From an optimization exercise on the open Yosys and OpenROAD flow, aimed at small area; shortcuts taken in it are not production practice. RTL that was checked went through simulation tests only; none was proved equivalent to the original. Power and IR drop assume default switching activity.

== 07-21 ==
==> module rs_encode_line_adapter, before the edit <==
module rs_encode_line_adapter #(
    parameter int DATA_W    = 64,
    parameter int RS_K_MAX  = 223,
    parameter int NUM_PAR   = 32,
    parameter int OUT_DEPTH = 4,
    localparam int DATA_BYTES = DATA_W / 8,
    localparam int CFG_W      = $clog2(RS_K_MAX + 1),
    localparam int PARITY_W   = 8 * NUM_PAR
) (
    input  logic                clk,
    input  logic                rst_n,
    input  logic [CFG_W-1:0]    cfg_k,
    input  logic                src_line_val,
    input  logic [DATA_W-1:0]   src_line,
    output logic                src_line_rdy,
    output logic                enc_start,
    output logic                enc_sym_val,
    output logic [7:0]          enc_sym,
    input  logic                enc_par_val,
    input  logic [7:0]          enc_par,
    output logic                dst_line_val,
    output logic [DATA_W-1:0]   dst_line,
    output logic [PARITY_W-1:0] dst_parity,
    output logic                dst_last,
    input  logic                dst_line_rdy,
    output logic                busy,
    output logic [1:0]          dbg_state
);
    localparam int BI_W  = $clog2(DATA_BYTES);
    localparam int PTR_W = $clog2(OUT_DEPTH);
    localparam int CNT_W = $clog2(OUT_DEPTH + 1);
    localparam logic [CFG_W-1:0] K_MAX = CFG_W'(RS_K_MAX);
    localparam logic [1:0] IDLE = 2'd0, SER = 2'd1, WAIT_PAR = 2'd2;
    logic [1:0]            state, state_nxt;
    logic                  blk_active;
    logic                  first_byte;
    logic                  last_line;
    logic                  init_done;
    logic [BI_W-1:0]       byte_idx;
    logic [CFG_W-1:0]      rem;
    logic [DATA_W-1:0]     mem_line [OUT_DEPTH];
    logic [PARITY_W-1:0]   mem_par  [OUT_DEPTH];
    logic [OUT_DEPTH-1:0]  mem_last;
    logic [PTR_W-1:0]      wr_ptr, ser_ptr;
    logic [OUT_DEPTH-1:0]  rd_oh;         
    logic [CNT_W-1:0]      count;
    logic [CFG_W-1:0]      k_new, rem_in;
    logic                  next_is_last, room, line_end, ser_done;
    logic                  par_hit, par_final, accept, push, pop;
    logic [DATA_W-1:0]     held_next;
    logic [DATA_W-1:0]     ser_line;
    always_comb begin
        state_nxt = state;
        k_new     = (cfg_k == '0 || cfg_k > K_MAX) ? K_MAX : cfg_k;
        case (state)
            IDLE:    rem_in = blk_active ? rem : k_new;
            SER:     rem_in = rem - 1'b1;
            default: rem_in = rem;
        endcase
        next_is_last = (32'(rem_in) <= DATA_BYTES);
        room = next_is_last ? (count < CNT_W'(OUT_DEPTH)) : (count < CNT_W'(OUT_DEPTH - 1));
        line_end  = (state == SER) && (byte_idx == BI_W'(DATA_BYTES - 1)) && !last_line;
        ser_done  = (state == SER) && last_line && (rem == CFG_W'(1));
        src_line_rdy = init_done && room && ((state == IDLE) || line_end);
        accept    = src_line_val && src_line_rdy;
        par_hit   = (state == WAIT_PAR) && enc_par_val;
        par_final = par_hit && (rem == CFG_W'(-(NUM_PAR - 1)));
        held_next = src_line;
        case (state)
            IDLE:     if (accept) state_nxt = SER;
            SER:      if (ser_done) state_nxt = WAIT_PAR;
                      else if (line_end && !accept) state_nxt = IDLE;
            WAIT_PAR: if (par_final) state_nxt = IDLE;
            default:  state_nxt = IDLE;
        endcase
    end
    always_ff @(posedge clk or negedge rst_n) begin
        if (!rst_n) state <= IDLE;
        else        state <= state_nxt;
    end
    always_ff @(posedge clk or negedge rst_n) begin
        if (!rst_n) begin
            blk_active <= 1'b0;
            init_done  <= 1'b0;
        end else begin
            init_done <= 1'b1;
            if (accept) blk_active <= 1'b1;
            if (par_final) blk_active <= 1'b0;
        end
    end
    always_ff @(posedge clk) begin
        if (state == SER || par_hit) rem <= rem - 1'b1;
        if (state == SER) begin
            byte_idx   <= byte_idx + 1'b1;
            first_byte <= 1'b0;
        end
        if (accept) begin
            byte_idx   <= '0;
            rem        <= rem_in;
            last_line  <= next_is_last;
            first_byte <= !blk_active;
        end
    end
    always_comb begin
        push = (accept && !next_is_last) || par_final;
        pop  = dst_line_val && dst_line_rdy;
    end
    always_ff @(posedge clk or negedge rst_n) begin
        if (!rst_n) begin
            rd_oh  <= OUT_DEPTH'(1);
            wr_ptr <= '0;
            count  <= '0;
        end else begin
            if (push) wr_ptr <= (wr_ptr == PTR_W'(OUT_DEPTH - 1)) ? '0 : wr_ptr + 1'b1;
            if (pop)  rd_oh  <= {rd_oh[OUT_DEPTH-2:0], rd_oh[OUT_DEPTH-1]};
            case ({push, pop})
                2'b10:   count <= count + 1'b1;
                2'b01:   count <= count - 1'b1;
                default: count <= count;
            endcase
        end
    end
    always_ff @(posedge clk) begin
        for (int i = 0; i < OUT_DEPTH; i++) begin
            if (accept && wr_ptr == PTR_W'(i)) begin
                mem_line[i] <= held_next;
                mem_last[i] <= next_is_last;
            end
            if (par_hit && wr_ptr == PTR_W'(i))
                mem_par[i] <= PARITY_W'({mem_par[i], enc_par});
        end
    end
    assign ser_ptr  = last_line ? wr_ptr : wr_ptr - 1'b1;
    assign ser_line = mem_line[ser_ptr];
    assign dst_line_val = (count != '0);
    always_comb begin
        dst_line   = '0;
        dst_parity = '0;
        dst_last   = 1'b0;
        for (int i = 0; i < OUT_DEPTH; i++) begin
            dst_line   = dst_line   | (mem_line[i] & {DATA_W{rd_oh[i]}});
            dst_parity = dst_parity | (mem_par[i]  & {PARITY_W{rd_oh[i]}});
            dst_last   = dst_last   | (mem_last[i] & rd_oh[i]);
        end
    end
    assign enc_sym_val  = (state == SER);
    assign enc_start    = (state == SER) && first_byte;
    assign enc_sym      = ser_line[DATA_W-1-8*byte_idx -: 8];
    assign busy         = blk_active;
    assign dbg_state    = state;
endmodule
clock: 6.0 ns
lec_check: 0
cap_margin: 20
core_margin: 2
core_utilization: 75
place_density: 0.85
slew_margin: 20
buffer_ports_args: -buffer_cell sky130_fd_sc_hd__buf_1
cts_args: -sink_clustering_enable -repair_clock_nets -buf_list sky130_fd_sc_hd__clkbuf_8 -sink_clustering_size 18 -sink_clustering_max_diameter 60 -dont_use_dummy_load
standard.sh (not shown) runs the stock make flow with config.mk's settings and CLKGATE_MAP_FILE= SYNTH_SCRIPT=/design/flow/synth_recipe.tcl, a recipe that flattens the netlist after the stock synthesis.
==> flow/flow/run.sh <==
#!/bin/bash
# Standard ORFS layout with smaller port buffers and a leaner clock tree.
set -e
cat >> config.mk <<'MK'
export BUFFER_PORTS_ARGS = -buffer_cell sky130_fd_sc_hd__buf_1
export CTS_ARGS = -sink_clustering_enable -repair_clock_nets -buf_list sky130_fd_sc_hd__clkbuf_8 -sink_clustering_size 18 -sink_clustering_max_diameter 60 -dont_use_dummy_load
MK
bash standard.sh > standard.log 2>&1
Relative to 07-21, the following input files were edited for 10-04:
-- flow/design.v --
<<< 07-21, line 30
    localparam int PTR_W = $clog2(OUT_DEPTH);
    localparam int CNT_W = $clog2(OUT_DEPTH + 1);
    localparam logic [CFG_W-1:0] K_MAX = CFG_W'(RS_K_MAX);
    localparam logic [1:0] IDLE = 2'd0, SER = 2'd1, WAIT_PAR = 2'd2;
>>> 10-04, line 30
    localparam int PTR_W = $clog2(OUT_DEPTH);
    localparam int CNT_W = $clog2(OUT_DEPTH + 1);
    localparam int PC_W  = $clog2(NUM_PAR);
    localparam logic [CFG_W-1:0] K_MAX = CFG_W'(RS_K_MAX);
    localparam logic [1:0] IDLE = 2'd0, SER = 2'd1, WAIT_PAR = 2'd2;
<<< 07-21, line 39
    logic [BI_W-1:0]       byte_idx;
    logic [CFG_W-1:0]      rem;
    logic [DATA_W-1:0]     mem_line [OUT_DEPTH];
    logic [PARITY_W-1:0]   mem_par  [OUT_DEPTH];
>>> 10-04, line 40
    logic [BI_W-1:0]       byte_idx;
    logic [CFG_W-1:0]      rem;
    logic [PC_W-1:0]       par_cnt;
    logic [DATA_W-1:0]     mem_line [OUT_DEPTH];
    logic [PARITY_W-1:0]   mem_par  [OUT_DEPTH];
<<< 07-21, line 65
        accept    = src_line_val && src_line_rdy;
        par_hit   = (state == WAIT_PAR) && enc_par_val;
        par_final = par_hit && (rem == CFG_W'(-(NUM_PAR - 1)));
        held_next = src_line;
        case (state)
>>> 10-04, line 67
        accept    = src_line_val && src_line_rdy;
        par_hit   = (state == WAIT_PAR) && enc_par_val;
        par_final = par_hit && (par_cnt == PC_W'(NUM_PAR - 1));
        held_next = src_line;
        case (state)
<<< 07-21, line 82
        if (!rst_n) begin
            blk_active <= 1'b0;
            init_done  <= 1'b0;
        end else begin
            init_done <= 1'b1;
            if (accept) blk_active <= 1'b1;
            if (par_final) blk_active <= 1'b0;
        end
    end
    always_ff @(posedge clk) begin
        if (state == SER || par_hit) rem <= rem - 1'b1;
        if (state == SER) begin
            byte_idx   <= byte_idx + 1'b1;
            first_byte <= 1'b0;
        end
        if (accept) begin
            byte_idx   <= '0;
            rem        <= rem_in;
            last_line  <= next_is_last;
            first_byte <= !blk_active;
        end
    end
>>> 10-04, line 84
        if (!rst_n) begin
            blk_active <= 1'b0;
            first_byte <= 1'b0;
            last_line  <= 1'b0;
            init_done  <= 1'b0;
            byte_idx   <= '0;
            rem        <= '0;
            par_cnt    <= '0;
        end else begin
            init_done <= 1'b1;
            if (state == SER) begin
                byte_idx   <= byte_idx + 1'b1;
                rem        <= rem - 1'b1;
                first_byte <= 1'b0;
            end
            if (accept) begin
                byte_idx   <= '0;
                rem        <= rem_in;
                last_line  <= next_is_last;
                first_byte <= !blk_active;
                blk_active <= 1'b1;
            end
            if (par_hit) par_cnt <= par_cnt + 1'b1;
            if (par_final) blk_active <= 1'b0;
        end
    end
- Higher number of buffer and inverter instances along the worst setup path goes to 10-04 over 07-21.
- Of 07-21 and 10-04, the higher part of the power in combinational logic belongs to 10-04.
- Total power per unit cell area (10-04 over 07-21): increase, 9.5%
- Looking only at clock skew, and setting everything else aside, the lower value of 07-21 and 10-04 goes to 07-21.
- 07-21 leaves more setup margin than 10-04.
- 07-21 → 10-04: total power now sits higher, final antenna diode count now sits lower, synthesized area increased 320 sq um.
For 07-21, only the layout was checked, not whether the RTL still works.

---

The RTL this note starts from:
==> flow/design.v <==
module rs_encode_line_adapter #(
    parameter int DATA_W    = 64,
    parameter int RS_K_MAX  = 223,
    parameter int NUM_PAR   = 32,
    parameter int OUT_DEPTH = 4,
    localparam int DATA_BYTES = DATA_W / 8,
    localparam int CFG_W      = $clog2(RS_K_MAX + 1),
    localparam int PARITY_W   = 8 * NUM_PAR
) (
    input  logic                clk,
    input  logic                rst_n,
    input  logic [CFG_W-1:0]    cfg_k,
    input  logic                src_line_val,
    input  logic [DATA_W-1:0]   src_line,
    output logic                src_line_rdy,
    output logic                enc_start,
    output logic                enc_sym_val,
    output logic [7:0]          enc_sym,
    input  logic                enc_par_val,
    input  logic [7:0]          enc_par,
    output logic                dst_line_val,
    output logic [DATA_W-1:0]   dst_line,
    output logic [PARITY_W-1:0] dst_parity,
    output logic                dst_last,
    input  logic                dst_line_rdy,
    output logic                busy,
    output logic [1:0]          dbg_state
);
    localparam int BI_W  = $clog2(DATA_BYTES);
    localparam int CNT_W = $clog2(OUT_DEPTH + 1);
    localparam logic [CFG_W-1:0] K_MAX = CFG_W'(RS_K_MAX);
    localparam logic [1:0] IDLE = 2'd0, SER = 2'd1, WAIT_PAR = 2'd2;
    logic [1:0]            state, state_nxt;
    logic                  blk_active;
    logic                  first_byte;
    logic                  last_line;
    logic                  init_done;
    logic [BI_W-1:0]       byte_idx;
    logic [CFG_W-1:0]      rem;
    logic [DATA_W-1:0]     mem_line [OUT_DEPTH];
    localparam int NQ = OUT_DEPTH - 1;
    logic [PARITY_W-1:0]   par_q [NQ];    
    logic [PARITY_W-1:0]   par_head;      
    logic [NQ-1:0]         qw_oh, qr_oh;  
    logic [2:0]            n_par;         
    logic                  pop_last, head_from_q, head_from_col;
    logic [PARITY_W-1:0]   q_head;
    logic [OUT_DEPTH-1:0]  mem_last;
    logic [OUT_DEPTH-1:0]  wr_oh;         
    logic [OUT_DEPTH-1:0]  ser_oh;        
    logic [OUT_DEPTH-1:0]  rd_oc;         
    logic [CNT_W-1:0]      count;
    logic [CFG_W-1:0]      k_new, rem_in;
    logic                  next_is_last, room, line_end, ser_done;
    logic                  par_hit, par_final, accept, push, pop;
    logic [DATA_W-1:0]     held_next;
    logic [DATA_W-1:0]     ser_line;
    always_comb begin
        state_nxt = state;
        k_new     = (cfg_k == '0 || cfg_k > K_MAX) ? K_MAX : cfg_k;
        case (state)
            IDLE:    rem_in = blk_active ? rem : k_new;
            SER:     rem_in = rem - 1'b1;
            default: rem_in = rem;
        endcase
        next_is_last = (32'(rem_in) <= DATA_BYTES);
        room = next_is_last ? (count < CNT_W'(OUT_DEPTH)) : (count < CNT_W'(OUT_DEPTH - 1));
        line_end  = (state == SER) && (byte_idx == BI_W'(DATA_BYTES - 1)) && !last_line;
        ser_done  = (state == SER) && last_line && (rem == CFG_W'(1));
        src_line_rdy = init_done && room && ((state == IDLE) || line_end);
        accept    = src_line_val && src_line_rdy;
        par_hit   = (state == WAIT_PAR) && enc_par_val;
        par_final = par_hit && (rem == CFG_W'(-(NUM_PAR - 1)));
        held_next = src_line;
        case (state)
            IDLE:     if (accept) state_nxt = SER;
            SER:      if (ser_done) state_nxt = WAIT_PAR;
                      else if (line_end && !accept) state_nxt = IDLE;
            WAIT_PAR: if (par_final) state_nxt = IDLE;
            default:  state_nxt = IDLE;
        endcase
    end
    always_ff @(posedge clk or negedge rst_n) begin
        if (!rst_n) state <= IDLE;
        else        state <= state_nxt;
    end
    always_ff @(posedge clk or negedge rst_n) begin
        if (!rst_n) begin
            blk_active <= 1'b0;
            init_done  <= 1'b0;
        end else begin
            init_done <= 1'b1;
            if (accept) blk_active <= 1'b1;
            if (par_final) blk_active <= 1'b0;
        end
    end
    always_ff @(posedge clk) begin
        if (state == SER || par_hit) rem <= rem - 1'b1;
        if (state == SER) begin
            byte_idx   <= byte_idx + 1'b1;
            first_byte <= 1'b0;
        end
        if (accept) begin
            byte_idx   <= '0;
            rem        <= rem_in;
            last_line  <= next_is_last;
            first_byte <= !blk_active;
        end
    end
    always_comb begin
        push = (accept && !next_is_last) || par_final;
        pop  = dst_line_val && dst_line_rdy;
    end
    always_ff @(posedge clk or negedge rst_n) begin
        if (!rst_n) begin
            rd_oc  <= {{(OUT_DEPTH-1){1'b1}}, 1'b0};
            wr_oh  <= OUT_DEPTH'(1);
            count  <= '0;
        end else begin
            if (push) wr_oh  <= {wr_oh[OUT_DEPTH-2:0], wr_oh[OUT_DEPTH-1]};
            if (pop)  rd_oc  <= {rd_oc[OUT_DEPTH-2:0], rd_oc[OUT_DEPTH-1]};
            case ({push, pop})
                2'b10:   count <= count + 1'b1;
                2'b01:   count <= count - 1'b1;
                default: count <= count;
            endcase
        end
    end
    always_ff @(posedge clk) begin
        for (int i = 0; i < OUT_DEPTH; i++) begin
            if (accept && wr_oh[i]) begin
                mem_line[i] <= held_next;
                mem_last[i] <= next_is_last;
            end
        end
    end
    always_comb begin
        pop_last      = pop && dst_last;
        head_from_q   = pop_last && (n_par >= 3'd2);
        head_from_col = par_final && ((n_par == 3'd0) || (n_par == 3'd1 && pop_last));
        q_head        = '0;
        for (int i = 0; i < NQ; i++)
            q_head = q_head | (par_q[i] & {PARITY_W{qr_oh[i]}});
        q_head        = ~q_head;
    end
    always_ff @(posedge clk) begin
        for (int i = 0; i < NQ; i++) begin
            if (par_hit && !par_final && qw_oh[i])
                par_q[i][PARITY_W-9:0] <= {par_q[i][PARITY_W-17:0], ~enc_par};
            if (par_final && qw_oh[i])
                par_q[i][PARITY_W-1 -: 8] <= ~enc_par;
        end
        if (head_from_q || head_from_col)
            par_head <= {q_head[PARITY_W-9:0], head_from_q ? q_head[PARITY_W-1 -: 8] : enc_par};
    end
    always_ff @(posedge clk or negedge rst_n) begin
        if (!rst_n) begin
            qw_oh <= NQ'(1);
            qr_oh <= NQ'(1);
            n_par <= '0;
        end else begin
            if (par_final && !head_from_col) qw_oh <= {qw_oh[NQ-2:0], qw_oh[NQ-1]};
            if (head_from_q)                 qr_oh <= {qr_oh[NQ-2:0], qr_oh[NQ-1]};
            case ({par_final, pop_last})
                2'b10:   n_par <= n_par + 1'b1;
                2'b01:   n_par <= n_par - 1'b1;
                default: n_par <= n_par;
            endcase
        end
    end
    always_ff @(posedge clk) begin
        if (accept) ser_oh <= ~wr_oh;    
    end
    always_comb begin
        ser_line = '1;
        for (int i = 0; i < OUT_DEPTH; i++)
            ser_line = ser_line & (mem_line[i] | {DATA_W{ser_oh[i]}});
    end
    assign dst_line_val = (count != '0);
    assign dst_parity   = par_head;
    always_comb begin
        dst_line   = '1;
        dst_last   = 1'b1;
        for (int i = 0; i < OUT_DEPTH; i++) begin
            dst_line   = dst_line   & (mem_line[i] | {DATA_W{rd_oc[i]}});
            dst_last   = dst_last   & (mem_last[i] | rd_oc[i]);
        end
    end
    assign enc_sym_val  = (state == SER);
    assign enc_start    = (state == SER) && first_byte;
    assign enc_sym      = ser_line[DATA_W-1-8*byte_idx -: 8];
    assign busy         = blk_active;
    assign dbg_state    = state;
endmodule
export LEC_CHECK = 0
export CAP_MARGIN = 20
export CORE_MARGIN = 2
export CORE_UTILIZATION = 75
export PLACE_DENSITY = 0.85
export SLEW_MARGIN = 20
export BUFFER_PORTS_ARGS = -buffer_cell sky130_fd_sc_hd__buf_1
export CTS_ARGS = -sink_clustering_enable -repair_clock_nets -buf_list sky130_fd_sc_hd__clkbuf_8 -sink_clustering_size 18 -sink_clustering_max_diameter 60 -dont_use_dummy_load
create_clock -name core_clock -period 6.0 [get_ports {clk}]
Scripts as last shown in full above: flow/flow/run.sh
The first run finished with timing, DRC and antenna clean.
Rerun with:
--- a/flow/design.v
+++ b/flow/design.v
@@ -112,9 +112,9 @@
         pop  = dst_line_val && dst_line_rdy;
     end
     always_ff @(posedge clk or negedge rst_n) begin
         if (!rst_n) begin
-            rd_oc  <= {{(OUT_DEPTH-1){1'b1}}, 1'b0};
+            rd_oc  <= ~OUT_DEPTH'(1);
             wr_oh  <= OUT_DEPTH'(1);
             count  <= '0;
         end else begin
             if (push) wr_oh  <= {wr_oh[OUT_DEPTH-2:0], wr_oh[OUT_DEPTH-1]};
Effect: Global-route usage is lower by 0.44 points; core utilization hardly moves; sequential share of layout area hardly moves; clock power barely changes; wire length is lower slightly; first-iteration DRC count is higher by roughly a tenth; design area hardly moves; count of clock-buffer cells in the layout stays the same; synthesized area is about the same; total power stays flat; hold slack degrades by 0.0063 ns; synthesized cell count does not change; register-to-register slack is about the same.
No functional check of the RTL was part of the second run of this note.

## re-timing with driven ports
The results above use ideal ports. As a check the final layouts listed here were re-extracted and re-timed, cells and wires unchanged.
Step 1 (the two cells are an assumption about what drives the block):
set clk [get_ports {clk}]
set_driving_cell -lib_cell sky130_fd_sc_hd__clkbuf_16 $clk
set_driving_cell -lib_cell sky130_fd_sc_hd__buf_2 [delete_from_list [all_inputs] $clk]
Step 2 also shifts input and output timing later by t, the mid clock arrival at the registers, as if the neighbouring blocks saw the same clock.
Three values: ideal, step 1, step 2; two values: the first two.
run | shift t [ns] | setup slack, ns | slew at the worst register clock pin (ns) | pins driven straight from the clock port
07-21 | 0.745 | 0.670 / 0.607 / 1.352 | 0.12 / 0.12 | 1
10-04 | 0.730 | 0.414 / 0.350 / 1.060 | 0.11 / 0.11 | 1
the first run of note 2 | 0.778 | 0.802 / 0.739 / 1.287 | 0.11 / 0.11 | 1
the second run of note 2 | 0.748 | 0.671 / 0.607 / 1.356 | 0.11 / 0.11 | 1
After both steps every run listed still meets setup and hold.
